Background: an optimization exercise with open tools, aiming at small area and a short achievable clock period. Do not read the settings as production practice. RTL that was checked went through simulation tests only; none was proved equivalent to the original. For runs 1, 3 and 4, only the layout was checked, not whether the RTL still works. Power is estimated from default activity; no workload was simulated.

==> design.v <==
package mac_pkg;
  localparam int DATA_W = 8;
  localparam int ACC_W  = 32;
  typedef logic signed [DATA_W-1:0] operand_t;
  typedef logic signed [ACC_W-1:0]  acc_t;
  typedef operand_t operand_arr_t [2][2];
  typedef acc_t     acc_arr_t     [2][2];
endpackage
module mac_pe
#(
  parameter int DATA_W = mac_pkg::DATA_W,
  parameter int ACC_W  = mac_pkg::ACC_W
) (
  input  logic                     clk,
  input  logic                     rst_n,
  input  logic                     en,
  input  logic                     clear,
  input  logic signed [DATA_W-1:0] a,
  input  logic signed [DATA_W-1:0] b,
  output logic signed [ACC_W-1:0]  acc
);
  logic [15:0] h_r;
  logic [3:0] s_r;
  logic        cl_r;
  logic [12:0] r0_r;
  logic [11:0] r1_r;
  wire g87 = r0_r[0] & r1_r[0];
  wire g88 = r0_r[1] & r1_r[1];
  wire g89 = r0_r[2] & r1_r[2];
  wire g90 = r0_r[3] & r1_r[3];
  wire g91 = r0_r[4] & r1_r[4];
  wire g92 = r0_r[5] & r1_r[5];
  wire g93 = r0_r[6] & r1_r[6];
  wire g94 = r0_r[7] & r1_r[7];
  wire g95 = r0_r[8] & r1_r[8];
  wire g96 = r0_r[9] & r1_r[9];
  wire g97 = r0_r[10] & r1_r[10];
  wire g98 = r0_r[11] & r1_r[11];
  wire p99 = r0_r[0] ^ r1_r[0];
  wire p100 = r0_r[1] ^ r1_r[1];
  wire p101 = r0_r[2] ^ r1_r[2];
  wire p102 = r0_r[3] ^ r1_r[3];
  wire p103 = r0_r[4] ^ r1_r[4];
  wire p104 = r0_r[5] ^ r1_r[5];
  wire p105 = r0_r[6] ^ r1_r[6];
  wire p106 = r0_r[7] ^ r1_r[7];
  wire p107 = r0_r[8] ^ r1_r[8];
  wire p108 = r0_r[9] ^ r1_r[9];
  wire p109 = r0_r[10] ^ r1_r[10];
  wire p110 = r0_r[11] ^ r1_r[11];
  wire G111 = g87 | (p99 & cl_r);
  wire P112 = p99 & 1'b0;
  wire G113 = g88 | (p100 & g87);
  wire P114 = p100 & p99;
  wire G115 = g89 | (p101 & g88);
  wire P116 = p101 & p100;
  wire G117 = g90 | (p102 & g89);
  wire P118 = p102 & p101;
  wire G119 = g91 | (p103 & g90);
  wire P120 = p103 & p102;
  wire G121 = g92 | (p104 & g91);
  wire P122 = p104 & p103;
  wire G123 = g93 | (p105 & g92);
  wire P124 = p105 & p104;
  wire G125 = g94 | (p106 & g93);
  wire P126 = p106 & p105;
  wire G127 = g95 | (p107 & g94);
  wire P128 = p107 & p106;
  wire G129 = g96 | (p108 & g95);
  wire P130 = p108 & p107;
  wire G131 = g97 | (p109 & g96);
  wire P132 = p109 & p108;
  wire G133 = g98 | (p110 & g97);
  wire P134 = p110 & p109;
  wire G135 = G113 | (P114 & cl_r);
  wire P136 = P114 & 1'b0;
  wire G137 = G115 | (P116 & G111);
  wire P138 = P116 & P112;
  wire G139 = G117 | (P118 & G113);
  wire P140 = P118 & P114;
  wire G141 = G119 | (P120 & G115);
  wire P142 = P120 & P116;
  wire G143 = G121 | (P122 & G117);
  wire P144 = P122 & P118;
  wire G145 = G123 | (P124 & G119);
  wire P146 = P124 & P120;
  wire G147 = G125 | (P126 & G121);
  wire P148 = P126 & P122;
  wire G149 = G127 | (P128 & G123);
  wire P150 = P128 & P124;
  wire G151 = G129 | (P130 & G125);
  wire P152 = P130 & P126;
  wire G153 = G131 | (P132 & G127);
  wire P154 = P132 & P128;
  wire G155 = G133 | (P134 & G129);
  wire P156 = P134 & P130;
  wire G157 = G139 | (P140 & cl_r);
  wire P158 = P140 & 1'b0;
  wire G159 = G141 | (P142 & G111);
  wire P160 = P142 & P112;
  wire G161 = G143 | (P144 & G135);
  wire P162 = P144 & P136;
  wire G163 = G145 | (P146 & G137);
  wire P164 = P146 & P138;
  wire G165 = G147 | (P148 & G139);
  wire P166 = P148 & P140;
  wire G167 = G149 | (P150 & G141);
  wire P168 = P150 & P142;
  wire G169 = G151 | (P152 & G143);
  wire P170 = P152 & P144;
  wire G171 = G153 | (P154 & G145);
  wire P172 = P154 & P146;
  wire G173 = G155 | (P156 & G147);
  wire P174 = P156 & P148;
  wire G175 = G165 | (P166 & cl_r);
  wire P176 = P166 & 1'b0;
  wire G177 = G167 | (P168 & G111);
  wire P178 = P168 & P112;
  wire G179 = G169 | (P170 & G135);
  wire P180 = P170 & P136;
  wire G181 = G171 | (P172 & G137);
  wire P182 = P172 & P138;
  wire G183 = G173 | (P174 & G157);
  wire P184 = P174 & P158;
  wire sum185 = p99 ^ cl_r;
  wire sum186 = p100 ^ G111;
  wire sum187 = p101 ^ G135;
  wire sum188 = p102 ^ G137;
  wire sum189 = p103 ^ G157;
  wire sum190 = p104 ^ G159;
  wire sum191 = p105 ^ G161;
  wire sum192 = p106 ^ G163;
  wire sum193 = p107 ^ G175;
  wire sum194 = p108 ^ G177;
  wire sum195 = p109 ^ G179;
  wire sum196 = p110 ^ G181;
  wire [15:0] lo_v = {sum196, sum195, sum194, sum193, sum192, sum191, sum190, sum189, sum188, sum187, sum186, sum185, s_r[3], s_r[2], s_r[1], s_r[0]};
  wire [15:0] h_m1 = h_r - 16'd1;
  wire [15:0] h_p1 = h_r + 16'd1;
  wire [15:0] hi_c0 = r0_r[12] ? h_r : h_m1;
  wire [15:0] hi_c1 = r0_r[12] ? h_p1 : h_r;
  wire [15:0] hi_v = G183 ? hi_c1 : hi_c0;
  wire [31:0] acc_v = {hi_v, lo_v};
  wire [7:0] ag = a & {8{en}};
  wire [63:0] pp;
  mac_pp u_pp (.a(ag), .b(b), .pp(pp));
  wire s1 = pp[5] ^ pp[12];
  wire c2 = pp[5] & pp[12];
  wire s3, c3;
  mac_fa u_fa3 (.x(pp[6]), .y(pp[13]), .z(pp[20]), .s(s3), .c(c3));
  wire s4 = pp[27] ^ pp[34];
  wire c5 = pp[27] & pp[34];
  wire s6, c6;
  mac_fa u_fa6 (.x(pp[7]), .y(pp[14]), .z(pp[21]), .s(s6), .c(c6));
  wire s7, c7;
  mac_fa u_fa7 (.x(pp[28]), .y(pp[35]), .z(pp[42]), .s(s7), .c(c7));
  wire s8 = pp[49] ^ pp[56];
  wire c9 = pp[49] & pp[56];
  wire s10 = ~(pp[15] ^ pp[22]);
  wire c11 = pp[15] | pp[22];
  wire s12, c12;
  mac_fa u_fa12 (.x(pp[29]), .y(pp[36]), .z(pp[43]), .s(s12), .c(c12));
  wire s13, c13;
  mac_fa u_fa13 (.x(pp[50]), .y(pp[57]), .z(lo_v[8]), .s(s13), .c(c13));
  wire s14, c14;
  mac_fa u_fa14 (.x(pp[23]), .y(pp[30]), .z(pp[37]), .s(s14), .c(c14));
  wire s15, c15;
  mac_fa u_fa15 (.x(pp[44]), .y(pp[51]), .z(pp[58]), .s(s15), .c(c15));
  wire s16, c16;
  mac_fa u_fa16 (.x(pp[31]), .y(pp[38]), .z(pp[45]), .s(s16), .c(c16));
  wire s17 = pp[3] ^ pp[10];
  wire c18 = pp[3] & pp[10];
  wire s19, c19;
  mac_fa u_fa19 (.x(pp[4]), .y(pp[11]), .z(pp[18]), .s(s19), .c(c19));
  wire s20 = pp[25] ^ pp[32];
  wire c21 = pp[25] & pp[32];
  wire s22, c22;
  mac_fa u_fa22 (.x(pp[19]), .y(pp[26]), .z(pp[33]), .s(s22), .c(c22));
  wire s23, c23;
  mac_fa u_fa23 (.x(pp[40]), .y(s1), .z(lo_v[5]), .s(s23), .c(c23));
  wire s24, c24;
  mac_fa u_fa24 (.x(pp[41]), .y(pp[48]), .z(c2), .s(s24), .c(c24));
  wire s25, c25;
  mac_fa u_fa25 (.x(s4), .y(s3), .z(lo_v[6]), .s(s25), .c(c25));
  wire s26, c26;
  mac_fa u_fa26 (.x(c5), .y(s8), .z(c3), .s(s26), .c(c26));
  wire s27, c27;
  mac_fa u_fa27 (.x(s6), .y(s7), .z(lo_v[7]), .s(s27), .c(c27));
  wire s28, c28;
  mac_fa u_fa28 (.x(c9), .y(c6), .z(c7), .s(s28), .c(c28));
  wire s29, c29;
  mac_fa u_fa29 (.x(s10), .y(s12), .z(s13), .s(s29), .c(c29));
  wire s30, c30;
  mac_fa u_fa30 (.x(c11), .y(c12), .z(s14), .s(s30), .c(c30));
  wire s31, c31;
  mac_fa u_fa31 (.x(s15), .y(lo_v[9]), .z(c13), .s(s31), .c(c31));
  wire s32, c32;
  mac_fa u_fa32 (.x(pp[52]), .y(pp[59]), .z(c14), .s(s32), .c(c32));
  wire s33, c33;
  mac_fa u_fa33 (.x(c15), .y(s16), .z(lo_v[10]), .s(s33), .c(c33));
  wire s34, c34;
  mac_fa u_fa34 (.x(pp[39]), .y(pp[46]), .z(pp[53]), .s(s34), .c(c34));
  wire s35, c35;
  mac_fa u_fa35 (.x(pp[60]), .y(c16), .z(lo_v[11]), .s(s35), .c(c35));
  wire s36, c36;
  mac_fa u_fa36 (.x(pp[47]), .y(pp[54]), .z(pp[61]), .s(s36), .c(c36));
  wire s37 = pp[2] ^ pp[9];
  wire c38 = pp[2] & pp[9];
  wire s39, c39;
  mac_fa u_fa39 (.x(pp[17]), .y(pp[24]), .z(s17), .s(s39), .c(c39));
  wire s40, c40;
  mac_fa u_fa40 (.x(c18), .y(s20), .z(s19), .s(s40), .c(c40));
  wire s41, c41;
  mac_fa u_fa41 (.x(c21), .y(c19), .z(s22), .s(s41), .c(c41));
  wire s42, c42;
  mac_fa u_fa42 (.x(c22), .y(s24), .z(c23), .s(s42), .c(c42));
  wire s43, c43;
  mac_fa u_fa43 (.x(c24), .y(s26), .z(c25), .s(s43), .c(c43));
  wire s44, c44;
  mac_fa u_fa44 (.x(c26), .y(s28), .z(c27), .s(s44), .c(c44));
  wire s45, c45;
  mac_fa u_fa45 (.x(c28), .y(s30), .z(s31), .s(s45), .c(c45));
  wire s46, c46;
  mac_fa u_fa46 (.x(s32), .y(c30), .z(s33), .s(s46), .c(c46));
  wire s47, c47;
  mac_fa u_fa47 (.x(s34), .y(c32), .z(c33), .s(s47), .c(c47));
  wire s48, c48;
  mac_fa u_fa48 (.x(c34), .y(s36), .z(lo_v[12]), .s(s48), .c(c48));
  wire s49, c49;
  mac_fa u_fa49 (.x(pp[55]), .y(pp[62]), .z(c36), .s(s49), .c(c49));
  wire s50 = pp[1] ^ pp[8];
  wire c51 = pp[1] & pp[8];
  wire s52, c52;
  mac_fa u_fa52 (.x(pp[16]), .y(s37), .z(lo_v[2]), .s(s52), .c(c52));
  wire s53, c53;
  mac_fa u_fa53 (.x(c38), .y(lo_v[3]), .z(s39), .s(s53), .c(c53));
  wire s54, c54;
  mac_fa u_fa54 (.x(c39), .y(lo_v[4]), .z(s40), .s(s54), .c(c54));
  wire s55, c55;
  mac_fa u_fa55 (.x(c40), .y(s41), .z(s23), .s(s55), .c(c55));
  wire s56, c56;
  mac_fa u_fa56 (.x(c41), .y(s25), .z(s42), .s(s56), .c(c56));
  wire s57, c57;
  mac_fa u_fa57 (.x(s27), .y(c42), .z(s43), .s(s57), .c(c57));
  wire s58, c58;
  mac_fa u_fa58 (.x(c43), .y(s44), .z(s29), .s(s58), .c(c58));
  wire s59, c59;
  mac_fa u_fa59 (.x(c44), .y(c29), .z(s45), .s(s59), .c(c59));
  wire s60, c60;
  mac_fa u_fa60 (.x(c31), .y(s46), .z(c45), .s(s60), .c(c60));
  wire s61, c61;
  mac_fa u_fa61 (.x(s35), .y(s47), .z(c46), .s(s61), .c(c61));
  wire s62, c62;
  mac_fa u_fa62 (.x(c35), .y(s48), .z(c47), .s(s62), .c(c62));
  wire s63, c63;
  mac_fa u_fa63 (.x(lo_v[13]), .y(s49), .z(c48), .s(s63), .c(c63));
  wire s64, c64;
  mac_fa u_fa64 (.x(pp[63]), .y(lo_v[14]), .z(c49), .s(s64), .c(c64));
  wire s65 = ~lo_v[15];
  wire g66 = pp[0] & lo_v[0];
  wire g67 = lo_v[1] & s50;
  wire g68 = s52 & c51;
  wire g69 = s53 & c52;
  wire p70 = pp[0] ^ lo_v[0];
  wire p71 = lo_v[1] ^ s50;
  wire p72 = s52 ^ c51;
  wire p73 = s53 ^ c52;
  wire G74 = g67 | (p71 & g66);
  wire P75 = p71 & p70;
  wire G76 = g68 | (p72 & g67);
  wire P77 = p72 & p71;
  wire G78 = g69 | (p73 & g68);
  wire P79 = p73 & p72;
  wire G80 = G76 | (P77 & g66);
  wire P81 = P77 & p70;
  wire G82 = G78 | (P79 & G74);
  wire P83 = P79 & P75;
  wire sum84 = p71 ^ g66;
  wire sum85 = p72 ^ G74;
  wire sum86 = p73 ^ G80;
  wire [3:0] s_n = {sum86, sum85, sum84, p70};
  wire cl_n = G82;
  wire [12:0] r0_n = {lo_v[15], s65, s64, s63, s62, s61, s60, s59, s58, s57, s56, s55, s54};
  wire [11:0] r1_n = {c64, c63, c62, c61, c60, c59, c58, c57, c56, c55, c54, c53};
  always_ff @(posedge clk) begin
    if (!rst_n || clear) begin
      h_r  <= '0;
      s_r  <= '0;
      cl_r <= 1'b0;
      r0_r <= 13'b1000000000000;
      r1_r <= '0;
    end else begin
      h_r  <= hi_v;
      s_r  <= s_n;
      cl_r <= cl_n;
      r0_r <= r0_n;
      r1_r <= r1_n;
    end
  end
  assign acc = acc_v;
endmodule
module mac_fa (
  input  logic x,
  input  logic y,
  input  logic z,
  output logic s,
  output logic c
);
  assign {c, s} = x + y + z;
endmodule
module mac_pp (
  input  logic [7:0]  a,
  input  logic [7:0]  b,
  output logic [63:0] pp
);
  for (genvar i = 0; i < 8; i++) begin : g_i
    for (genvar j = 0; j < 8; j++) begin : g_j
      if ((i == 7) != (j == 7)) begin : g_inv
        assign pp[8*i+j] = ~(a[i] & b[j]);
      end else begin : g_pos
        assign pp[8*i+j] = a[i] & b[j];
      end
    end
  end
endmodule
module mac_array_2x2
#(
  parameter int DATA_W = mac_pkg::DATA_W,
  parameter int ACC_W  = mac_pkg::ACC_W
) (
  input  logic                  clk,
  input  logic                  rst_n,
  input  logic                  en,
  input  logic                  clear,
  input  logic [4*DATA_W-1:0]   a,
  input  logic [4*DATA_W-1:0]   b,
  output logic [4*ACC_W-1:0]    acc
);
  for (genvar gi = 0; gi < 2; gi++) begin : g_row
    for (genvar gj = 0; gj < 2; gj++) begin : g_col
      mac_pe #(
        .DATA_W (DATA_W),
        .ACC_W  (ACC_W)
      ) u_pe (
        .clk   (clk),
        .rst_n (rst_n),
        .en    (en),
        .clear (clear),
        .a     (a[(2*gi+gj)*DATA_W +: DATA_W]),
        .b     (b[(2*gi+gj)*DATA_W +: DATA_W]),
        .acc   (acc[(2*gi+gj)*ACC_W +: ACC_W])
      );
    end
  end
endmodule
==> standard.sh <==
#!/bin/bash
# synth_recipe.tcl (not shown) runs the flow's synth.tcl, then flattens the netlist and writes it again
# the make line also repeats each setting of config.mk as NAME=value (left out here)
make -C /OpenROAD-flow-scripts/flow DESIGN_CONFIG=/design/flow/config.mk WORK_HOME=/design/flow/orfs CLKGATE_MAP_FILE= SYNTH_SCRIPT=/design/flow/synth_recipe.tcl "${@:-finish}"
==> constraint.sdc <==
create_clock -name core_clock -period 6.5 [get_ports {clk}]
set_input_delay 1.3000 -clock core_clock [delete_from_list [all_inputs] [get_ports {clk}]]
set_output_delay 1.3000 -clock core_clock [all_outputs]
set_load 0.01 [all_outputs]
==> flow/run.sh <==
#!/bin/bash
# Layout: the standard flow (standard.sh), with the port buffers that
# global placement inserts made plain buf_1 cells (the resizer sizes them up
# where timing needs it) instead of the delay buffers the resizer picks by
# default.  make's full output goes to standard.log; each ORFS step also keeps
# its own log under orfs/logs/.
set -euo pipefail
export BUFFER_PORTS_ARGS="-buffer_cell sky130_fd_sc_hd__buf_1"
bash standard.sh > standard.log 2>&1
==> config.mk <==
export PLATFORM = sky130hd
export DESIGN_NAME = mac_array_2x2
export DESIGN_NICKNAME = mac_array_2x2
export VERILOG_FILES = /design/flow/design.v
export SDC_FILE = /design/flow/constraint.sdc
export NUM_CORES = 4
export LEC_CHECK = 0
export CAP_MARGIN = 20
export CORE_MARGIN = 2
export CORE_UTILIZATION = 40
export SETUP_SLACK_MARGIN = 2.0
export SLEW_MARGIN = 20
export SYNTH_HIERARCHICAL = 1
export SYNTH_MINIMUM_KEEP_SIZE = 0
==> impl_metrics.json, run 1 <==
{
  "arrival_ns": 3.04,
  "fp.dieH_um": 212,
  "syn_inst": 1824,
  "seqPwrFrac_pct": 28.4,
  "grt_overflow": 0,
  "drive_gt1_share_pct": 5.40,
  "setup_viol": 0,
  "critPathMaxFanout": 9,
  "grt_pass1_vias": 12800,
  "h-tree-depth": 4,
  "slew_violations": 0,
  "yosysTopAreaCellShare_pct": 23.1,
  "cts.hold.buffers_added": 0,
  "p_int_w": 0.00298,
  "fmax_mhz": 231,
  "dp_slack_ns": 1.87,
  "worstSetupEndpointType": "primary output",
  "netlist_area_um2": 17300,
  "syn_nets": 2196,
  "synthArstFlopShare_pct": 0,
  "yosysWarningCount": 7,
  "diodes": 0,
  "grt_pass1_wl_mm": 64.8,
  "antenna_left": 0,
  "clk_pin_slew_ns": 0.07,
  "final.setup.worst_slack_ns": 2.16,
  "finalSetupTns_ns": 0,
  "p_leak_nw": 8.42,
  "nets": 2323,
  "die_w_um": 212,
  "final_common_cell": "and2_1",
  "pwr-share-comb_pct": 48.8,
  "synth_compound_area_share_pct": 7.51,
  "dr.first_iter.drc_count": 601,
  "ys.flop_type": "dfxtp_1",
  "ys_ff_latch": 184,
  "drt_first_pass_iters": 5,
  "dp_hpwl_mm": 32.4,
  "maxCapViolations": 0,
  "clock_sink_count": 184,
  "synth_top_family_by_area": "adder cells",
  "area_delta_synth_final_pct": 10.6,
  "io_pins": 196,
  "antenna_found_initial": 0,
  "port-buffer-count": 195,
  "ys_seq_area_share_pct": 21.3,
  "viasPerCell": 5.03,
  "drc": 0,
  "status": "no timing/DRC/antenna violations",
  "synth_area_per_cell_um2": 9.50,
  "drt-total-wl_mm": 40.0,
  "ys_top_cells_by_area": "fa_1, dfxtp_1, and2_1",
  "muxShareOfSynthArea_pct": 4.68,
  "final.min_clock_period_ns": 4.34,
  "slew_headroom_pct": 34.2,
  "synth_xor_area_share_pct": 4.85,
  "cts_tree": "built",
  "vias": 12800,
  "final_cell_mix": "and2_1, fa_1, buf_1",
  "required_ns": 5.20,
  "core_um2": 42900,
  "routabilityCongestion": 0.839,
  "post_drt_wl_per_cell_um": 15.7,
  "yosys.area.top_type": "fa_1",
  "tightestPinTransition_ns": 0.984,
  "die-area_um2": 45000,
  "synth_edf_count": 0,
  "ir_worst_vdd_v": 0.000166,
  "p_sw_share_pct": 40.2,
  "finClkSkew_ns": 0.0101,
  "hold_path_class": "flop to flop",
  "grt_usage_pct": 18.3,
  "cts_buffer_depth": 2,
  "synth.distinct_cells": 45,
  "r2r_slack_ns": 2.72,
  "grt_max_degree": 53,
  "startpoint_type": "flop",
  "crit_type": "flop to primary output",
  "clkPwrFrac_pct": 22.9,
  "utilization_pct": 44.7,
  "start_util_pct": 40.4,
  "rsz0062_at_grt": "false",
  "period_share_pct": 66.7,
  "synth-simple-area-share_pct": 26.7,
  "switchingPower_w": 0.00200,
  "cellPowerDensity_nw_per_um2": 260,
  "hold_viol": 0,
  "cts_made_buffers": 17,
  "row_count": 76,
  "synthAdderAreaFrac_pct": 30.6,
  "clk_root_buffer_cell": "clkbuf_16",
  "clk_latency_ns": 0.48
}
## kinds of logic (layout without fill, tap and decap cells)
kind of cell / after synthesis / in the layout
AOI/OAI and AO/OA: 200 / 200
xor gates and xnor gates: 96 / 96
adders and majority gates: 304 / 304
buffers and inverters: 148 / 288
DFF: 184 / 184
muxes: 80 / 80
and+or+nand+nor: 812 / 812
## modules after synthesis, one instance, submodules excluded, excerpt
module	times used	cells	flops+latches	area [um^2]
mac_pp	4	65	0	370
mac_fa	192	1	0	20.0
## cell usage after synthesis (all sizes together), types with 24 or more instances
cell type	count
fa	200
and2	348
dfxtp	184
o21ai	24
inv	48
mux2i	72
xor2	36
ha	104
xnor2	60
nand3	56
nand2	160
buf	56
nor3	28
a21o	32
nor2	60
clkbuf	44
a21oi	60
nand2b	60
## flip-flops by register name (all words and copies together) (netlist names)
signal                 flops
g_row.g_col.u_pe.cl_r      4
g_row.g_col.u_pe.h_r      64
g_row.g_col.u_pe.r0_r     52
g_row.g_col.u_pe.r1_r     48
g_row.g_col.u_pe.s_r      16
## worst max-delay path, stage by stage, from the launching register on
cell and delay [ns]:
dfxtp_1 0.38, or4_4 0.56, or3_4 0.36, or4_4 0.45
nor4b_4 0.25, nor3_1 0.12, nor2_2 0.25, buf_1 0.19
## cell type report
cell class,instances,area [um^2]
fill,4206,23700
multi-input combinational,1492,13100
sequential,184,3680
timing repair buffer,208,877
tap,585,732
clock buffer,19,453
clock inverter,13,183
inverter,48,180
## per-stage QoR
step / cell area [um^2] / total power (W) / hold WS (ns) / instances
global placement: 18300 / 0.00381 / 0.466 / 2506
detailed placement: 18300 / 0.00388 / 0.477 / 2506
CTS: 19100 / 0.00506 / 0.489 / 2548
finish: 19200 / 0.00498 / 0.487 / 2549
global route: 19200 / 0.00544 / 0.526 / 2549
floorplan: 17300 / 0.00339 / 0.458 / 1824
## metal layers
metal / global-route usage, % / routed length (um) / vias to the layer above
met4: 5.63 / 621 / 0
met3: 3.65 / 1680 / 36
met5: 0 / 0 / -
met2: 30.8 / 19300 / 216
li1: - / - / 6341
met1: 23.6 / 18400 / 6237
## what timing repair did
| item | CTS | global route |
|---|---|---|
| cloned | 0 | 0 |
| pin swaps | 4 | 1 |
| buffers inserted | 10 | 0 |
| gates resized for setup | 7 | 21 |
| endpoints found under the setup margin | 45 | 32 |
## power by group through the flow
stage / Combinational (W) / Clock [W] / Sequential [W]
6_report: 0.00243 / 0.00114 / 0.00141
5_1_grt: 0.00278 / 0.00122 / 0.00143
4_1_cts: 0.00247 / 0.00118 / 0.00141
3_5_place_dp: 0.00244 / 0 / 0.00144
3_3_place_gp: 0.00238 / 0 / 0.00143
2_1_floorplan: 0.00200 / 0 / 0.00139
## final timing paths
path / from / end / cells after the start
max: g_row[1].g_col[0].u_pe.h_r[6] / acc[94] / 7
min: g_row[0].g_col[1].u_pe.h_r[15] / g_row[0].g_col[1].u_pe.h_r[15] / 2
max reg2reg: g_row[0].g_col[0].u_pe.r0_r[2] / g_row[0].g_col[0].u_pe.r0_r[6] / 11
min reg2reg: g_row[0].g_col[1].u_pe.h_r[15] / g_row[0].g_col[1].u_pe.h_r[15] / 2
==> inputs of run 2 (changes only) <==
--- a/design.v
+++ b/design.v
@@ -136,9 +136,6 @@
   wire sum196 = p110 ^ G181;
   wire [15:0] lo_v = {sum196, sum195, sum194, sum193, sum192, sum191, sum190, sum189, sum188, sum187, sum186, sum185, s_r[3], s_r[2], s_r[1], s_r[0]};
-  wire [15:0] h_m1 = h_r - 16'd1;
-  wire [15:0] h_p1 = h_r + 16'd1;
-  wire [15:0] hi_c0 = r0_r[12] ? h_r : h_m1;
-  wire [15:0] hi_c1 = r0_r[12] ? h_p1 : h_r;
-  wire [15:0] hi_v = G183 ? hi_c1 : hi_c0;
+  wire [15:0] hi_v;
+  mac_hi u_hi (.h(h_r), .q(r0_r[12]), .c(G183), .hi(hi_v));
   wire [31:0] acc_v = {hi_v, lo_v};
   wire [7:0] ag = a & {8{en}};
@@ -309,4 +306,16 @@
   assign {c, s} = x + y + z;
 endmodule
+module mac_hi (
+  input  logic [15:0] h,
+  input  logic        q,
+  input  logic        c,
+  output logic [15:0] hi
+);
+  wire [15:0] h_m1 = h - 16'd1;
+  wire [15:0] h_p1 = h + 16'd1;
+  wire [15:0] hi_c0 = q ? h : h_m1;
+  wire [15:0] hi_c1 = q ? h_p1 : h;
+  assign hi = c ? hi_c1 : hi_c0;
+endmodule
 module mac_pp (
   input  logic [7:0]  a,
==> run 2 against run 1 <==
- flip-flop and latch count unchanged
- fmax fell by 1.1%
- highest routed layer unchanged
- global-route usage decreased by 0.27 points
- setup slack worse by 0.050 ns
- first-iteration DRC count down 24%
- cell area is 2.9% lower
- sequential share of layout area is 0.70 points higher
- critical path depth increased by 4
- non-clock buffer count rose by 28
- combinational power fell by 8%
- power is 3.3% lower
- critical path type unchanged
- still clean
- worst hold slack better by 0.097 ns
- largest power group unchanged
- critical endpoint is now acc[30]
==> impl_metrics.json, run 2 <==
{
  "status": "no timing/DRC/antenna violations",
  "nets": 2171,
  "seqPwrFrac_pct": 29.0,
  "crit_type": "flop to primary output",
  "hold_path_class": "flop to flop",
  "viasPerCell": 4.97,
  "die_w_um": 206,
  "utilization_pct": 45.9,
  "slowest_delay_ns": 0.36,
  "top_register": "g_row.g_col.u_pe.h_r",
  "io_pins": 196,
  "port-buffer-count": 195,
  "synth-simple-area-share_pct": 25.9,
  "start_util_pct": 40.3,
  "drt-total-wl_mm": 37.0,
  "clkPwrFrac_pct": 24.4,
  "vias": 11600,
  "clk_root_buffer_cell": "clkbuf_16",
  "ys.flop_type": "dfxtp_1",
  "core_um2": 40600,
  "setup_viol": 0,
  "syn_inst": 1636,
  "fillers": 3879,
  "antenna_left": 0,
  "synth_area_per_cell_um2": 9.99,
  "maxCapViolations": 0,
  "ys_seq_area_share_pct": 22.5,
  "ys_ff_latch": 184,
  "startpoint_type": "flop",
  "cellPowerDensity_nw_per_um2": 259,
  "fin_hold_ws_ns": 0.584,
  "hold_viol": 0,
  "clock_sink_count": 184,
  "crit_family": "compound AO/OA/AOI/OAI gates",
  "hp-start": "g_row[0].g_col[1].u_pe.s_r[0]",
  "critPathMaxFanout": 4,
  "yosysTopAreaCellShare_pct": 24.5,
  "hold_end": "g_row[0].g_col[1].u_pe.s_r[0]",
  "cts_made_buffers": 17,
  "ir_worst_vdd_v": 0.000165,
  "muxShareOfSynthArea_pct": 0.275,
  "clk_pin_slew_ns": 0.07,
  "rsz0062_at_grt": "true",
  "antenna_found_initial": 0,
  "yosys.area.top_type": "fa_1",
  "finalSetupTns_ns": 0,
  "r2r_end": "g_row[1].g_col[0].u_pe.r0_r[5]",
  "worstSetupEndpointType": "primary output",
  "dp_hpwl_mm": 29.0,
  "final_common_cell": "and2_1",
  "largest_register_ffs": 64,
  "synthAdderAreaFrac_pct": 32.4,
  "final.min_clock_period_ns": 4.39,
  "fmax_mhz": 228,
  "total_power_w": 0.00481,
  "final_cell_mix": "and2_1, fa_1, dfxtp_1, buf_1, nand2_1",
  "p_leak_nw": 8.08,
  "syn_nets": 2008,
  "pwr-share-comb_pct": 46.5,
  "clk_latency_ns": 0.50,
  "p_sw_share_pct": 38.2,
  "multi_input_area_um2": 12400,
  "yosysWarningCount": 7,
  "synth_edf_count": 0,
  "grt_overflow": 0,
  "drc": 0,
  "whs_path_depth": 2,
  "synth_top_family_by_area": "adder cells",
  "grt_pass1_wl_mm": 59.3,
  "required_ns": 5.20,
  "synthMostInstantiatedCell": "and2_1",
  "cp_slowest_cell": "ha_2",
  "synth.distinct_cells": 49,
  "fp.dieH_um": 206,
  "path_cells": "ha_2 -> o21ai_2 -> o211ai_1 -> a31oi_2 -> o21ai_2 -> buf_2 -> and4_1 -> nand4_1 -> o22ai_4 -> xor2_2 -> buf_2",
  "cts_buffer_depth": 2,
  "slew_violations": 0,
  "ys_top_cells_by_area": "fa_1, dfxtp_1, and2_1",
  "row_count": 74,
  "netlist_area_um2": 16400,
  "r2r_slack_ns": 2.81,
  "period_share_pct": 67.5,
  "p_int_w": 0.00298,
  "arrival_ns": 3.09,
  "drive_gt1_share_pct": 12.8,
  "grt_max_degree": 44,
  "die-area_um2": 42500,
  "r2r_start": "g_row[1].g_col[0].u_pe.r0_r[0]",
  "ff2ff_path_depth": 11,
  "h-tree-depth": 4,
  "grt_pass1_vias": 11600,
  "area_delta_synth_final_pct": 13.8,
  "seq_area_um2": 3710,
  "synthArstFlopShare_pct": 0,
  "dr.first_iter.drc_count": 454,
  "routabilityCongestion": 0.858,
  "synth_common_cells": "and2_1, fa_1, dfxtp_1",
  "switchingPower_w": 0.00184,
  "drt_first_pass_iters": 5,
  "finClkSkew_ns": 0.0117,
  "post_drt_wl_per_cell_um": 15.8,
  "reg_top3": "g_row.g_col.u_pe.h_r: 64 flops, g_row.g_col.u_pe.r0_r: 52 flops, g_row.g_col.u_pe.r1_r: 48 flops",
  "slew_headroom_pct": 49.6,
  "cts_tree": "built",
  "tightestPinTransition_ns": 0.752,
  "crit_buf_inv": 2,
  "grt_usage_pct": 18.0,
  "synth_xor_area_share_pct": 5.57,
  "synth_compound_area_share_pct": 8.57
}
-- run 2: cell count changes in the layout (fill, tap and decap cells not counted), sizes merged, moves of 24 or more --
cell    previous run  this run
mux2i             72         0
nand2b            60         4
and2             348       396
nand2            160       132
nand3             56        28
o21ai             24        52
inv               54        29
a21oi             60        36
-- run 2: cell type report --
class                           instances  share of cell area [%]
Multi-Input combinational cell       1332                    66.4
Sequential cell                       184                    19.9
Timing Repair Buffer                  236                    6.01
Tap cell                              532                    3.58
Clock buffer                           20                    2.45
Clock inverter                         11                    1.05
Inverter                               28                   0.565
Antenna cell                            1                  0.0135
-- run 2: Yosys stat by module (local to each module, per instance), excerpt --
module	area (um^2)	flops+latches
mac_hi	609	0
mac_fa	20.0	0
mac_pp	370	0
-- run 2: routing by layer --
layer | part of all wire [%] | vias up | global-route usage [%]
li1 | - | 5713 | -
met1 | 46 | 5696 | 23.2
met2 | 48 | 192 | 29.7
met3 | 4.3 | 38 | 4.32
met4 | 2.0 | 0 | 5.97
met5 | 0 | - | 0
-- run 2: how the worst max path moves through the flow --
stage | startpoint | endpoint | slack, ns | cells after the start
after global placement | en | g_row[0].g_col[1].u_pe.r0_r[6] | 1.99 | 8
after detailed placement | en | g_row[0].g_col[0].u_pe.r0_r[6] | 1.82 | 8
after CTS | g_row[1].g_col[1].u_pe.r0_r[1] | acc[121] | 2.01 | 12
after global routing | g_row[0].g_col[0].u_pe.r1_r[1] | acc[24] | 1.94 | 11
final | g_row[0].g_col[0].u_pe.r1_r[1] | acc[30] | 2.11 | 11
after floorplan | a[4] | g_row[0].g_col[0].u_pe.r0_r[6] | 2.62 | 7
-- run 2: logic make-up after synthesis --
kind of cell               after synthesis
buffers and inverters                  120
and+or+nand+nor                        732
DFF                                    184
xor gates and xnor gates               104
adders and majority gates              304
muxes                                    4
AOI/OAI and AO/OA                      188
-- run 2: through the flow --
stage	instance area, um^2	std cells	worst slack [ns]
after floorplan	16400	1636	2.62
after global placement	17100	2279	1.99
after detailed placement	17100	2279	1.82
after CTS	18300	2332	2.01
after global routing	18600	2343	1.94
final	18600	2344	2.11
-- run 2: worst register-to-register path, cell delays in order (launching register included) --
cell	delay, ns
dfxtp_2	0.34
buf_4	0.13
fa_1	0.43
a21oi_1	0.32
o21ai_0	0.19
o21a_1	0.19
nor2_1	0.11
xnor2_1	0.27
fa_1	0.52
fa_1	0.54
fa_1	0.41
and2_1	0.14
-- run 2: what timing repair did --
item	4_1_cts	5_1_grt
pin swaps	33	36
hold buffers	0	0
endpoints found under the setup margin	49	47
gates cloned	1	1
setup buffers	21	10
resized for setup	61	76
-- run 2: power groups by stage --
stage	combinational (W)	sequential (W)	clock, W
2_1_floorplan	0.00181	0.00138	0
3_3_place_gp	0.00214	0.00141	0
3_5_place_dp	0.00219	0.00141	0
4_1_cts	0.00225	0.00139	0.00123
5_1_grt	0.00261	0.00142	0.00126
6_report	0.00224	0.00140	0.00118
==> inputs of run 3 (changes only) <==
--- a/design.v
+++ b/design.v
@@ -136,6 +136,7 @@
   wire sum196 = p110 ^ G181;
   wire [15:0] lo_v = {sum196, sum195, sum194, sum193, sum192, sum191, sum190, sum189, sum188, sum187, sum186, sum185, s_r[3], s_r[2], s_r[1], s_r[0]};
-  wire [15:0] hi_v;
-  mac_hi u_hi (.h(h_r), .q(r0_r[12]), .c(G183), .hi(hi_v));
+  wire [15:0] hi_c0, hi_c1, hi_v;
+  mac_hipre u_hipre (.h(h_r), .q(r0_r[12]), .hi0(hi_c0), .hi1(hi_c1));
+  mac_hisel u_hisel (.hi0(hi_c0), .hi1(hi_c1), .c(G183), .hi(hi_v));
   wire [31:0] acc_v = {hi_v, lo_v};
   wire [7:0] ag = a & {8{en}};
@@ -306,15 +307,22 @@
   assign {c, s} = x + y + z;
 endmodule
-module mac_hi (
+module mac_hipre (
   input  logic [15:0] h,
   input  logic        q,
-  input  logic        c,
-  output logic [15:0] hi
+  output logic [15:0] hi0,
+  output logic [15:0] hi1
 );
   wire [15:0] h_m1 = h - 16'd1;
   wire [15:0] h_p1 = h + 16'd1;
-  wire [15:0] hi_c0 = q ? h : h_m1;
-  wire [15:0] hi_c1 = q ? h_p1 : h;
-  assign hi = c ? hi_c1 : hi_c0;
+  assign hi0 = q ? h : h_m1;
+  assign hi1 = q ? h_p1 : h;
+endmodule
+module mac_hisel (
+  input  logic [15:0] hi0,
+  input  logic [15:0] hi1,
+  input  logic        c,
+  output logic [15:0] hi
+);
+  assign hi = c ? hi1 : hi0;
 endmodule
 module mac_pp (
--- a/config.mk
+++ b/config.mk
@@ -9,5 +9,5 @@
 export CORE_MARGIN = 2
 export CORE_UTILIZATION = 40
-export SETUP_SLACK_MARGIN = 2.0
+export SETUP_SLACK_MARGIN = 2.2
 export SLEW_MARGIN = 20
 export SYNTH_HIERARCHICAL = 1
==> run 3 against run 2 <==
- still clean
- core utilization is 1.8 points lower
- combinational power hardly changed
- cell count up 5.2%
- fmax rose by 5.8%
- first-iteration DRC count rose by 5.3%
- global-route usage decreased by 0.30 points
- critical path depth is 4 lower
- synthesized area is 6.2% higher
- non-clock buffer count is 32 lower
- largest cell class unchanged
==> impl_metrics.json, run 3 <==
{
  "status": "no timing/DRC/antenna violations",
  "crit_family": "compound AO/OA/AOI/OAI gates",
  "required_ns": 5.20,
  "synth_xor_area_share_pct": 8.04,
  "yosysTopAreaCellShare_pct": 23.1,
  "finClkSkew_ns": 0.0174,
  "grt_overflow": 0,
  "p_int_w": 0.00285,
  "post_drt_wl_per_cell_um": 15.4,
  "crit_type": "flop to primary output",
  "final_common_cell": "and2_1",
  "ys_seq_area_share_pct": 21.2,
  "crit_buf_inv": 1,
  "grt_max_degree": 44,
  "top_register": "g_row.g_col.u_pe.h_r",
  "path_cells": "ha_1 -> o21ai_0 -> o211ai_1 -> a31oi_4 -> o21ai_4 -> mux2_2 -> buf_1",
  "whs_path_depth": 2,
  "h-tree-depth": 4,
  "cellPowerDensity_nw_per_um2": 247,
  "r2r_slack_ns": 2.78,
  "setup_viol": 0,
  "nets": 2240,
  "seqPwrFrac_pct": 29.7,
  "clk_latency_ns": 0.50,
  "dpl_cell_area_um2": 18200,
  "period_share_pct": 63.8,
  "slowest_delay_ns": 0.41,
  "final.min_clock_period_ns": 4.15,
  "core_um2": 43000,
  "grt_pass1_vias": 12500,
  "largest_register_ffs": 64,
  "row_count": 76,
  "cts_made_buffers": 17,
  "routabilityCongestion": 0.839,
  "drc": 0,
  "slew_headroom_pct": 55.4,
  "design_area_um2": 18900,
  "area_delta_synth_final_pct": 9.15,
  "vias": 12000,
  "synthAdderAreaFrac_pct": 30.6,
  "worstSetupEndpointType": "primary output",
  "cts.hold.buffers_added": 0,
  "cts_buffer_depth": 2,
  "die-area_um2": 45100,
  "pwr-share-comb_pct": 47.9,
  "rsz0062_at_grt": "false",
  "port-buffer-count": 195,
  "cts_tree": "built",
  "syn_nets": 2112,
  "hold_viol": 0,
  "ir_worst_vdd_v": 0.000176,
  "fp.dieH_um": 212,
  "dr.first_iter.drc_count": 478,
  "clock_sink_count": 184,
  "cp_slowest_cell": "mux2_2",
  "diodes": 0,
  "r2r_end": "g_row[0].g_col[0].u_pe.r0_r[5]",
  "clkPwrFrac_pct": 22.4,
  "ys_ff_latch": 184,
  "yosys.area.top_type": "fa_1",
  "syn_inst": 1740,
  "ys.flop_type": "dfxtp_1",
  "synth_area_per_cell_um2": 9.98,
  "reg_top3": "g_row.g_col.u_pe.h_r: 64 flops, g_row.g_col.u_pe.r0_r: 52 flops, g_row.g_col.u_pe.r1_r: 48 flops",
  "synthMostInstantiatedCell": "and2_1",
  "start_util_pct": 40.4,
  "slew_violations": 0,
  "r2r_start": "g_row[0].g_col[0].u_pe.r0_r[0]",
  "maxCapViolations": 0,
  "dp_hpwl_mm": 30.3,
  "synth_common_cells": "and2_1, fa_1, dfxtp_1",
  "synth_compound_area_share_pct": 5.51,
  "grt_usage_pct": 17.7,
  "yosysWarningCount": 7,
  "muxShareOfSynthArea_pct": 5.25,
  "antenna_left": 0,
  "synth_top_family_by_area": "adder cells",
  "synthArstFlopShare_pct": 0,
  "startpoint_type": "flop",
  "p_sw_share_pct": 39.1,
  "fmax_mhz": 241,
  "netlist_area_um2": 17400,
  "arrival_ns": 2.85,
  "drt_first_pass_iters": 6,
  "grt_pass1_wl_mm": 62.9,
  "tightestPinTransition_ns": 0.663,
  "viasPerCell": 4.86,
  "ys_top_cells_by_area": "fa_1, dfxtp_1, and2_1",
  "clk_pin_slew_ns": 0.07,
  "drive_gt1_share_pct": 9.20,
  "hold_path_class": "flop to flop",
  "drt-total-wl_mm": 37.8,
  "antenna_found_initial": 0,
  "switchingPower_w": 0.00183,
  "clk_root_buffer_cell": "clkbuf_16",
  "hp-start": "g_row[0].g_col[0].u_pe.s_r[0]",
  "p_leak_nw": 8.40,
  "final_cell_mix": "and2_1, fa_1, buf_1",
  "die_w_um": 212,
  "synth-simple-area-share_pct": 24.8,
  "io_pins": 196,
  "critPathMaxFanout": 8,
  "synth.distinct_cells": 47,
  "ff2ff_path_depth": 11,
  "fillers": 4218,
  "finalSetupTns_ns": 0,
  "hold_end": "g_row[0].g_col[0].u_pe.s_r[0]",
  "synth_edf_count": 0
}
## run 3: changes by cell type after synthesis, sizes merged, moves of 16 or more
cell   change
nand3     -16
xnor2     +36
nor3      -16
nor2      +40
mux2      +60
xor2      +16
## run 3: worst reg2reg max path: stages (launching register included)
cell and delay [ns]:
dfxtp_1 0.33, ha_1 0.31, a211oi_1 0.32, nor2_1 0.12, o21a_1 0.18, nor2_1 0.12
xnor2_1 0.18, fa_1 0.47, fa_1 0.50, fa_1 0.54, fa_1 0.41, and2_1 0.14
## run 3: power groups by stage
stage | clock network, W | registers (W) | logic (W)
finish | 0.00105 | 0.00139 | 0.00225
floorplan | 0 | 0.00138 | 0.00188
CTS | 0.00109 | 0.00139 | 0.00230
detailed placement | 0 | 0.00142 | 0.00228
global placement | 0 | 0.00141 | 0.00222
global route | 0.00113 | 0.00141 | 0.00263
## run 3: cell type report
cell class                 count  area (um^2)  share of cell area, %
clock inverter                 8         88.8                  0.469
sequential                   184         3680                   19.4
tap                          585          732                   3.86
timing repair buffer         204          837                   4.42
inverter                      36          135                  0.713
multi-input combinational   1425        13000                   68.5
clock buffer                  23          488                   2.58
## run 3: routing by layer
layer / up-vias / routed length (um) / GRT usage, %
met5: - / 0 / 0
met4: 0 / 667 / 5.59
met3: 37 / 1450 / 3.84
met2: 205 / 17900 / 29.1
met1: 5833 / 17900 / 23.3
li1: 5907 / - / -
## run 3: what timing repair did
action / in CTS / in global routing
pin swaps: 2 / 2
gates cloned: 1 / 0
endpoints found under the setup margin: 64 / 39
buffers inserted: 2 / 2
resized for setup: 6 / 6
## run 3: modules after synthesis (local to each module, per instance), excerpt
module | area, um^2 | cells | flops+latches
mac_hisel | 249 | 18 | 0
mac_pp | 370 | 65 | 0
mac_hipre | 613 | 89 | 0
mac_fa | 20.0 | 1 | 0
## run 3: worst max path at each step
stage | start | to | slack [ns] | depth (start not counted)
finish | g_row[1].g_col[0].u_pe.r0_r[1] | acc[82] | 2.35 | 7
global route | g_row[1].g_col[0].u_pe.r0_r[8] | acc[90] | 2.24 | 7
CTS | g_row[1].g_col[0].u_pe.r0_r[1] | acc[85] | 2.21 | 7
detailed placement | en | g_row[0].g_col[0].u_pe.r0_r[6] | 2.03 | 9
global placement | en | g_row[1].g_col[0].u_pe.r0_r[5] | 2.13 | 9
floorplan | a[4] | g_row[0].g_col[0].u_pe.r0_r[6] | 2.62 | 7
## run 3: cell families after synthesis
group | after synthesis
AND/OR/NAND/NOR | 756
adder cells (fa/ha/maj) | 304
flip-flops | 184
XOR/XNOR | 156
AO/OA/AOI/OAI | 140
buffers and inverters | 132
multiplexers | 68
## run 3: per-stage QoR
step | util, % | cells | setup WS, ns | hold slack, ns | total power [W]
finish | 44.1 | 2465 | 2.35 | 0.599 | 0.00469
global route | 44.1 | 2465 | 2.24 | 0.645 | 0.00517
CTS | 43.9 | 2463 | 2.21 | 0.611 | 0.00479
detailed placement | 42.4 | 2429 | 2.03 | 0.591 | 0.00370
global placement | 42.4 | 2429 | 2.13 | 0.570 | 0.00363
floorplan | - | 1740 | 2.62 | 0.620 | 0.00326
==> inputs of run 4 (changes only) <==
--- a/config.mk
+++ b/config.mk
@@ -9,5 +9,5 @@
 export CORE_MARGIN = 2
 export CORE_UTILIZATION = 40
-export SETUP_SLACK_MARGIN = 2.2
+export SETUP_SLACK_MARGIN = 2.5
 export SLEW_MARGIN = 20
 export SYNTH_HIERARCHICAL = 1
==> run 4 against run 3 <==
- sequential share of layout area fell by 0.46 points
- core utilization up 1.5 points
- largest cell class unchanged
- non-clock buffer count rose by 18
- setup slack improved by 0.053 ns
- global-route usage increased by 0.19 points
- highest routed layer unchanged
- die area unchanged
- still clean on timing, DRC and antenna
==> impl_metrics.json, run 4 <==
{
  "ys_ff_latch": 184,
  "viasPerCell": 4.88,
  "grt_usage_pct": 17.9,
  "hold_viol": 0,
  "maxCapViolations": 0,
  "vias": 12100,
  "final_cell_mix": "and2_1, fa_1, buf_1",
  "p_sw_share_pct": 39.1,
  "cts_tree": "built",
  "antenna_left": 0,
  "yosysWarningCount": 7,
  "drt-total-wl_mm": 38.5,
  "tightestPinTransition_ns": 0.564,
  "start_util_pct": 40.4,
  "routabilityCongestion": 0.839,
  "clk_pin_slew_ns": 0.07,
  "port-buffer-count": 195,
  "grt_pass1_vias": 12600,
  "fmax_mhz": 244,
  "crit_type": "flop to primary output",
  "yosysTopAreaCellShare_pct": 23.1,
  "drc": 0,
  "synthMostInstantiatedCell": "and2_1",
  "ys_seq_area_share_pct": 21.2,
  "slew_headroom_pct": 62.4,
  "reg_top3": "g_row.g_col.u_pe.h_r: 64 flops, g_row.g_col.u_pe.r0_r: 52 flops, g_row.g_col.u_pe.r1_r: 48 flops",
  "fillers": 4156,
  "p_leak_nw": 8.64,
  "seqPwrFrac_pct": 29.3,
  "yosys.area.top_type": "fa_1",
  "period_share_pct": 63.0,
  "synth_common_cells": "and2_1, fa_1, dfxtp_1",
  "fp.dieH_um": 212,
  "hold_path_class": "flop to flop",
  "utilization_pct": 45.6,
  "cellPowerDensity_nw_per_um2": 244,
  "cts_buffer_depth": 2,
  "dr.first_iter.drc_count": 470,
  "syn_nets": 2112,
  "critPathLaunch": "g_row[1].g_col[0].u_pe.h_r[7]",
  "ys.flop_type": "dfxtp_1",
  "path_cells": "or3_4 -> or4_4 -> or4_4 -> xnor2_2 -> mux2_4 -> buf_1",
  "slew_violations": 0,
  "diodes": 0,
  "design_area_um2": 19600,
  "antenna_found_initial": 0,
  "nets": 2258,
  "row_count": 76,
  "arrival_ns": 2.79,
  "hp-start": "g_row[0].g_col[0].u_pe.s_r[0]",
  "grt_pass1_wl_mm": 63.5,
  "area_delta_synth_final_pct": 12.9,
  "dpl_cell_area_um2": 18200,
  "grt_overflow": 0,
  "clkPwrFrac_pct": 21.9,
  "grt_max_degree": 44,
  "synth_edf_count": 0,
  "drive_gt1_share_pct": 13.8,
  "rsz0062_at_grt": "true",
  "synth_area_per_cell_um2": 9.98,
  "synth.distinct_cells": 47,
  "cp_slowest_cell": "or4_4",
  "clk_latency_ns": 0.50,
  "finalSetupTns_ns": 0,
  "setup_viol": 0,
  "ys_top_cells_by_area": "fa_1, dfxtp_1, and2_1",
  "die-area_um2": 45100,
  "slowest_delay_ns": 0.51,
  "cts_made_buffers": 17,
  "switchingPower_w": 0.00187,
  "final_common_cell": "and2_1",
  "final.setup.worst_slack_ns": 2.41,
  "pwr-share-comb_pct": 48.8,
  "p_int_w": 0.00292,
  "dp_slack_ns": 2.03,
  "post_drt_wl_per_cell_um": 15.5,
  "ir_worst_vdd_v": 0.000177,
  "finClkSkew_ns": 0.0176,
  "critPathMaxFanout": 8,
  "netlist_area_um2": 17400,
  "status": "no timing/DRC/antenna violations",
  "r2r_start": "g_row[0].g_col[0].u_pe.r0_r[0]",
  "core_um2": 43000,
  "h-tree-depth": 4,
  "final.min_clock_period_ns": 4.09,
  "synthArstFlopShare_pct": 0,
  "clock_sink_count": 184,
  "dp_hpwl_mm": 30.3,
  "largest_register_ffs": 64,
  "clk_root_buffer_cell": "clkbuf_16",
  "syn_inst": 1740,
  "worstSetupEndpointType": "primary output",
  "die_w_um": 212,
  "required_ns": 5.20,
  "drt_first_pass_iters": 6,
  "startpoint_type": "flop",
  "cp_common_cell": "or4_4",
  "top_register": "g_row.g_col.u_pe.h_r",
  "io_pins": 196
}
-- run 4: cell types whose count changed in the layout (fill, tap and decap cells not counted), sizes merged --
cell,delta
buf,+13
clkbuf,+5
-- run 4: critical path: cells and delay by family, from the launching register on --
kind,cells,cell delay (ns)
XOR/XNOR,1,0.14
flip-flops,1,0.37
AND/OR/NAND/NOR,3,1.38
multiplexers,1,0.28
buffers and inverters,1,0.13
-- run 4: path summary, 6_finish.rpt --
path                                          to  slack, ns  depth (start not counted)
setup / recovery                         acc[94]       2.41                          6
hold / removal     g_row[0].g_col[0].u_pe.s_r[0]       0.60                          2
setup reg to reg  g_row[0].g_col[0].u_pe.r0_r[5]       2.88                         11
hold reg to reg    g_row[0].g_col[0].u_pe.s_r[0]       0.60                          2
-- run 4: Yosys stat by module, one instance, submodules excluded, excerpt --
module / area (um^2) / flip-flops and latches / cells inside
mac_fa: 20.0 / 0 / 1
mac_hipre: 613 / 0 / 89
mac_hisel: 249 / 0 / 18
mac_pp: 370 / 0 / 65
-- run 4: per-stage QoR --
step           power [W]  std cells  hold slack, ns
6_report         0.00479       2483           0.599
5_1_grt          0.00527       2483           0.645
4_1_cts          0.00483       2476           0.611
3_5_place_dp     0.00370       2429           0.591
3_3_place_gp     0.00363       2429           0.570
2_1_floorplan    0.00326       1740           0.620
-- run 4: final cells by class --
class / instances / area (um^2) / area share [%]
multi-input cells: 1425 / 13300 / 67.9
flip-flops and latches: 184 / 3720 / 19.0
repair buffers: 222 / 1130 / 5.75
well taps: 585 / 732 / 3.74
clock buffers: 23 / 488 / 2.49
inverters: 36 / 135 / 0.690
clock inverters: 8 / 88.8 / 0.453
-- run 4: cell families after synthesis --
logic type	synth area share, %
AOI/OAI and AO/OA	5.51
xor gates and xnor gates	8.04
adders and majority gates	30.6
buffers and inverters	4.67
DFF	21.2
muxes	5.25
and+or+nand+nor	24.8
-- run 4: power groups by stage --
stage	Clock (W)	Combinational, W	Sequential (W)
after floorplan	0	0.00188	0.00138
after global placement	0	0.00222	0.00141
after detailed placement	0	0.00228	0.00142
after CTS	0.00109	0.00234	0.00139
after global routing	0.00113	0.00272	0.00142
final	0.00105	0.00234	0.00140
-- run 4: routing by layer --
layer	share of wire, %	GRT usage, %	wire length [um]	up-vias
li1	-	-	-	5941
met1	47	23.6	18000	5946
met2	48	29.3	18400	196
met3	3.7	3.86	1430	41
met4	1.8	5.71	690	0
met5	0	0	0	-
-- run 4: what timing repair did --
item / CTS / global route
gates resized for setup: 55 / 87
endpoints found under the setup margin: 65 / 78
pin swaps: 14 / 14
setup buffers: 14 / 6
hold buffers: 0 / 0
cloned: 2 / 1

[re-timing with driven ports]
In the flow no input, the clock included, has a driving cell. The finished layouts below were timed again as built, in two steps.
Step 1, drivers: a clkbuf_16 drives clk and a buf_2 each remaining input, both assumed.
Step 2 times the ports against the registers' clock, not the clock port: input delays grow and output delays shrink by t, the midpoint of the rising clock arrivals with the driver on.
a / b / c = no drivers / after step 1 / after step 2; a / b = the first two.
run	shift t [ns]	setup WS [ns]	worst setup path after step 2	slew at the worst register clock pin (ns)
run 1	0.536	2.163 / 2.108 / 1.941	input to register	0.08 / 0.08
run 2	0.552	2.113 / 2.059 / 1.890	input to register	0.07 / 0.07
run 3	0.542	2.353 / 2.301 / 2.066	input to register	0.08 / 0.08
run 4	0.544	2.406 / 2.353 / 2.144	input to register	0.08 / 0.08
After both steps setup and hold are still met in every run listed. For run 3, which loses most, drivers alone change the setup slack by -0.052 ns; drivers and shift together by -0.287 ns.
